This design comes from an exercise in tuning for small area, a short achievable clock period and few clock cycles per item on the open sky130 flow, not from production work.
The RTL was checked by simulation tests, not by an equivalence proof against the original design.
No activity file was given, so power comes from the tool's default toggle rates.

ember:
==> flow/design.v (excerpt) <==
module mdu_alu #(
    parameter int XLEN    = 32,
    parameter int SHAMT_W = $clog2(XLEN)
) (
    input  logic            clk,
    input  logic            rst,
    input  logic            in_valid,
    output logic            in_ready,
    input  logic [4:0]      in_op,
    input  logic [XLEN-1:0] in_a,
    input  logic [XLEN-1:0] in_b,
    input  logic            kill,
    output logic            out_valid,
    input  logic            out_ready,
    output logic [XLEN-1:0] out_result,
    output logic            out_illegal
);
    localparam logic [1:0] C_ALU = 2'd0;
    localparam logic [1:0] C_MUL = 2'd1;
    localparam logic [1:0] C_DIV = 2'd2;
    localparam logic [1:0] C_ILL = 2'd3;
    function automatic logic [5:0] len32(input logic [31:0] v);
        len32 = '0;
        for (int i = 0; i < 32; i++) if (v[i]) len32 = 6'(i + 1);
    endfunction
    function automatic logic lowones(input logic [31:0] v);
        lowones = 1'b1;
        for (int i = 0; i < 31; i++) if (v[i + 1] && !v[i]) lowones = 1'b0;
    endfunction
    function automatic logic [2:0] nchunk(input logic [32:0] v);
        if (&v[32:7] || ~|v[32:7])        nchunk = 3'd0;
        else if (&v[32:15] || ~|v[32:15]) nchunk = 3'd1;
        else if (&v[32:23] || ~|v[32:23]) nchunk = 3'd2;
        else if (&v[32:31] || ~|v[32:31]) nchunk = 3'd3;
        else                              nchunk = 3'd4;
    endfunction
    function automatic logic [11:0] booth(input logic [32:0] v, input logic [2:0] c);
        logic [40:0] ve;
        logic [8:0]  ch;
        logic [2:0]  g;
        ve = {{7{v[32]}}, v, 1'b0};
        ch = ve[8*c +: 9];
        for (int j = 0; j < 4; j++) begin
            g = ch[2*j +: 3];
            booth[3*j]     = g[0] ^ g[1];
            booth[3*j + 1] = (g == 3'b011) || (g == 3'b100);
            booth[3*j + 2] = g[2] && !(g[1] && g[0]);
        end
    endfunction
    function automatic logic [63:0] add64(input logic [63:0] x, input logic [63:0] y);
        logic [63:0] p, g, c;
        logic [15:0] bg, bp, bc;
        logic [3:0]  gg, gp, gc;
        p = x ^ y;
        g = x & y;
        for (int k = 0; k < 16; k++) begin
            bg[k] = g[4*k+3] | (p[4*k+3] & g[4*k+2]) | (p[4*k+3] & p[4*k+2] & g[4*k+1]) |
                    (p[4*k+3] & p[4*k+2] & p[4*k+1] & g[4*k]);
            bp[k] = &p[4*k +: 4];
        end
  ...
Size in the first run: about 5200 cells after synthesis, about 280 flip-flops, ~110 I/O pins, roughly 0.038 mm^2 of cells after synthesis.
clock: 11.0 ns
lec_check: 0
abc_area: 1
cap_margin: 20
core_margin: 2
core_utilization: 40
setup_slack_margin: 5
slew_margin: 20
standard.sh (not shown) runs the stock make flow with config.mk's settings and CLKGATE_MAP_FILE= SYNTH_SCRIPT=/design/flow/synth_recipe.tcl, a recipe that flattens the netlist after the stock synthesis.
==> flow/flow/run.sh <==
#!/bin/bash
set -euo pipefail
MARGIN=6.1
sed -e "s/SETUP_SLACK_MARGIN=[0-9.]*/SETUP_SLACK_MARGIN=$MARGIN/" \
    -e "s/\"\${@:-finish}\"/MATCH_CELL_FOOTPRINT=0 'BUFFER_PORTS_ARGS=-buffer_cell sky130_fd_sc_hd__buf_4' \"\${@:-finish}\"/" \
    standard.sh > standard_tuned.sh
grep -q "SETUP_SLACK_MARGIN=$MARGIN" standard_tuned.sh
grep -q "MATCH_CELL_FOOTPRINT=0" standard_tuned.sh
bash standard_tuned.sh finish > standard_tuned.log 2>&1
Testbench counts of ember, summed over its fixed seeds: cycles 29,752, items 16,000.
#### Input delta (nickel over ember)
diff --git a/flow/flow/run.sh b/flow/flow/run.sh
--- a/flow/flow/run.sh
+++ b/flow/flow/run.sh
@@ -2,3 +2,3 @@
 set -euo pipefail
-MARGIN=6.1
+MARGIN=6.2
 sed -e "s/SETUP_SLACK_MARGIN=[0-9.]*/SETUP_SLACK_MARGIN=$MARGIN/" \
### Flow results
As far as hold buffer count at CTS goes, nickel and ember are indistinguishable; the numbers are identical. | worst-case hold slack | nickel vs ember | 0.0089 ns lower |. Higher ratio of cells with drive above 1 in the final layout was reported by nickel, not ember. Summary — aggregate global-route resource usage, nickel relative to ember: lower, by 0.25 points.

========
build 88:
mdu_alu again, from the RTL that the note above started with.
clock: 11.0 ns
lec_check: 0
abc_area: 1
cap_margin: 20
core_margin: 2
core_utilization: 50
setup_slack_margin: 5
slew_margin: 20
==> flow/flow/run.sh <==
#!/bin/bash
set -euo pipefail
MARGIN=6.0
sed -e "s/SETUP_SLACK_MARGIN=[0-9.]*/SETUP_SLACK_MARGIN=$MARGIN/" \
    -e "s/\"\${@:-finish}\"/MATCH_CELL_FOOTPRINT=0 'BUFFER_PORTS_ARGS=-buffer_cell sky130_fd_sc_hd__buf_4' \"\${@:-finish}\"/" \
    standard.sh > standard_tuned.sh
grep -q "SETUP_SLACK_MARGIN=$MARGIN" standard_tuned.sh
grep -q "MATCH_CELL_FOOTPRINT=0" standard_tuned.sh
bash standard_tuned.sh finish > standard_tuned.log 2>&1
Build 88 completed every stage of the flow, and the final layout passed the timing, design-rule and antenna checks.
Testbench counts of build 88, summed over its fixed seeds: cycles 29,752, items 16,000.
Relative to build 88, the following input files were edited for build 84:
Settings: swapping 50 for 40 in CORE_UTILIZATION.
Results
Between build 84 and build 88, the leakage power of the design is higher for build 88. From build 88 to build 84 the numbers moved as follows: cell internal power dissipation shrank by 0.79%, count of placed standard cells including taps has increased, clock share of power now sits higher, worst-case reg-to-reg path depth rose 5. Delta(wire length, build 84 - build 88) < 0. In the reports for build 84 and build 88, the larger time the worst path needs with I/O delays and setup belongs to build 84. As far as number of distinct library cell variants in the gate-level netlist after synthesis goes, build 88 and build 84 are indistinguishable; the numbers are identical. Compared with build 88, build 84 is more frugal on power.
For build 78, these inputs were changed with respect to build 84:
Settings: removing ABC_AREA (formerly 1).
### Flow results
The placement-stage cell area of build 78 exceeds that of build 84 by 4.1%.
Relative to build 84, clock skew has gone down in build 78.
Compared with build 84, build 78 shows a data arrival time of the worst path that is 0.03 ns lower.
On worst slew slack as a fraction of its limit, the lower figure sits with build 78, not build 84.
Min fraction of cell area in non-clock buffers across build 84 and build 78: build 84
In the reports for build 84 and build 78, the larger highest attainable clock frequency belongs to build 78.
Relative to build 84, the total power of build 78 is higher by 9.5%.

-- separate check: timing with driven ports --
In the flow no input, the clock included, has a driving cell. The finished layouts below were timed again as built, in two steps.
Step 1: set_driving_cell puts a clkbuf_16 on clk and a buf_2 on each other input, an assumption about the parent block.
Step 2, shift: input delay + t, output delay - t, t = (earliest + latest rising clock arrival at the registers) / 2. This alone moves slack from input paths to output paths.
a / b / c = ideal ports / drivers / drivers and shift; a / b = the first two.
| run | shift t [ns] | setup WS [ns] | latest minus earliest clock arrival (ns) |
|---|---|---|---|
| ember | 0.663 | 5.992 / 5.926 / 5.506 | 0.035 / 0.035 |
| nickel | 0.669 | 5.915 / 5.857 / 5.618 | 0.035 / 0.035 |
| build 88 | 0.680 | 5.923 / 5.841 / 5.497 | 0.033 / 0.033 |
| build 84 | 0.659 | 5.916 / 5.847 / 5.465 | 0.048 / 0.048 |
| build 78 | 0.652 | 5.953 / 5.883 / 5.368 | 0.027 / 0.026 |
After both steps setup and hold are still met in every run listed. For build 78, which loses most, drivers alone change the setup slack by -0.070 ns; drivers and shift together by -0.585 ns.
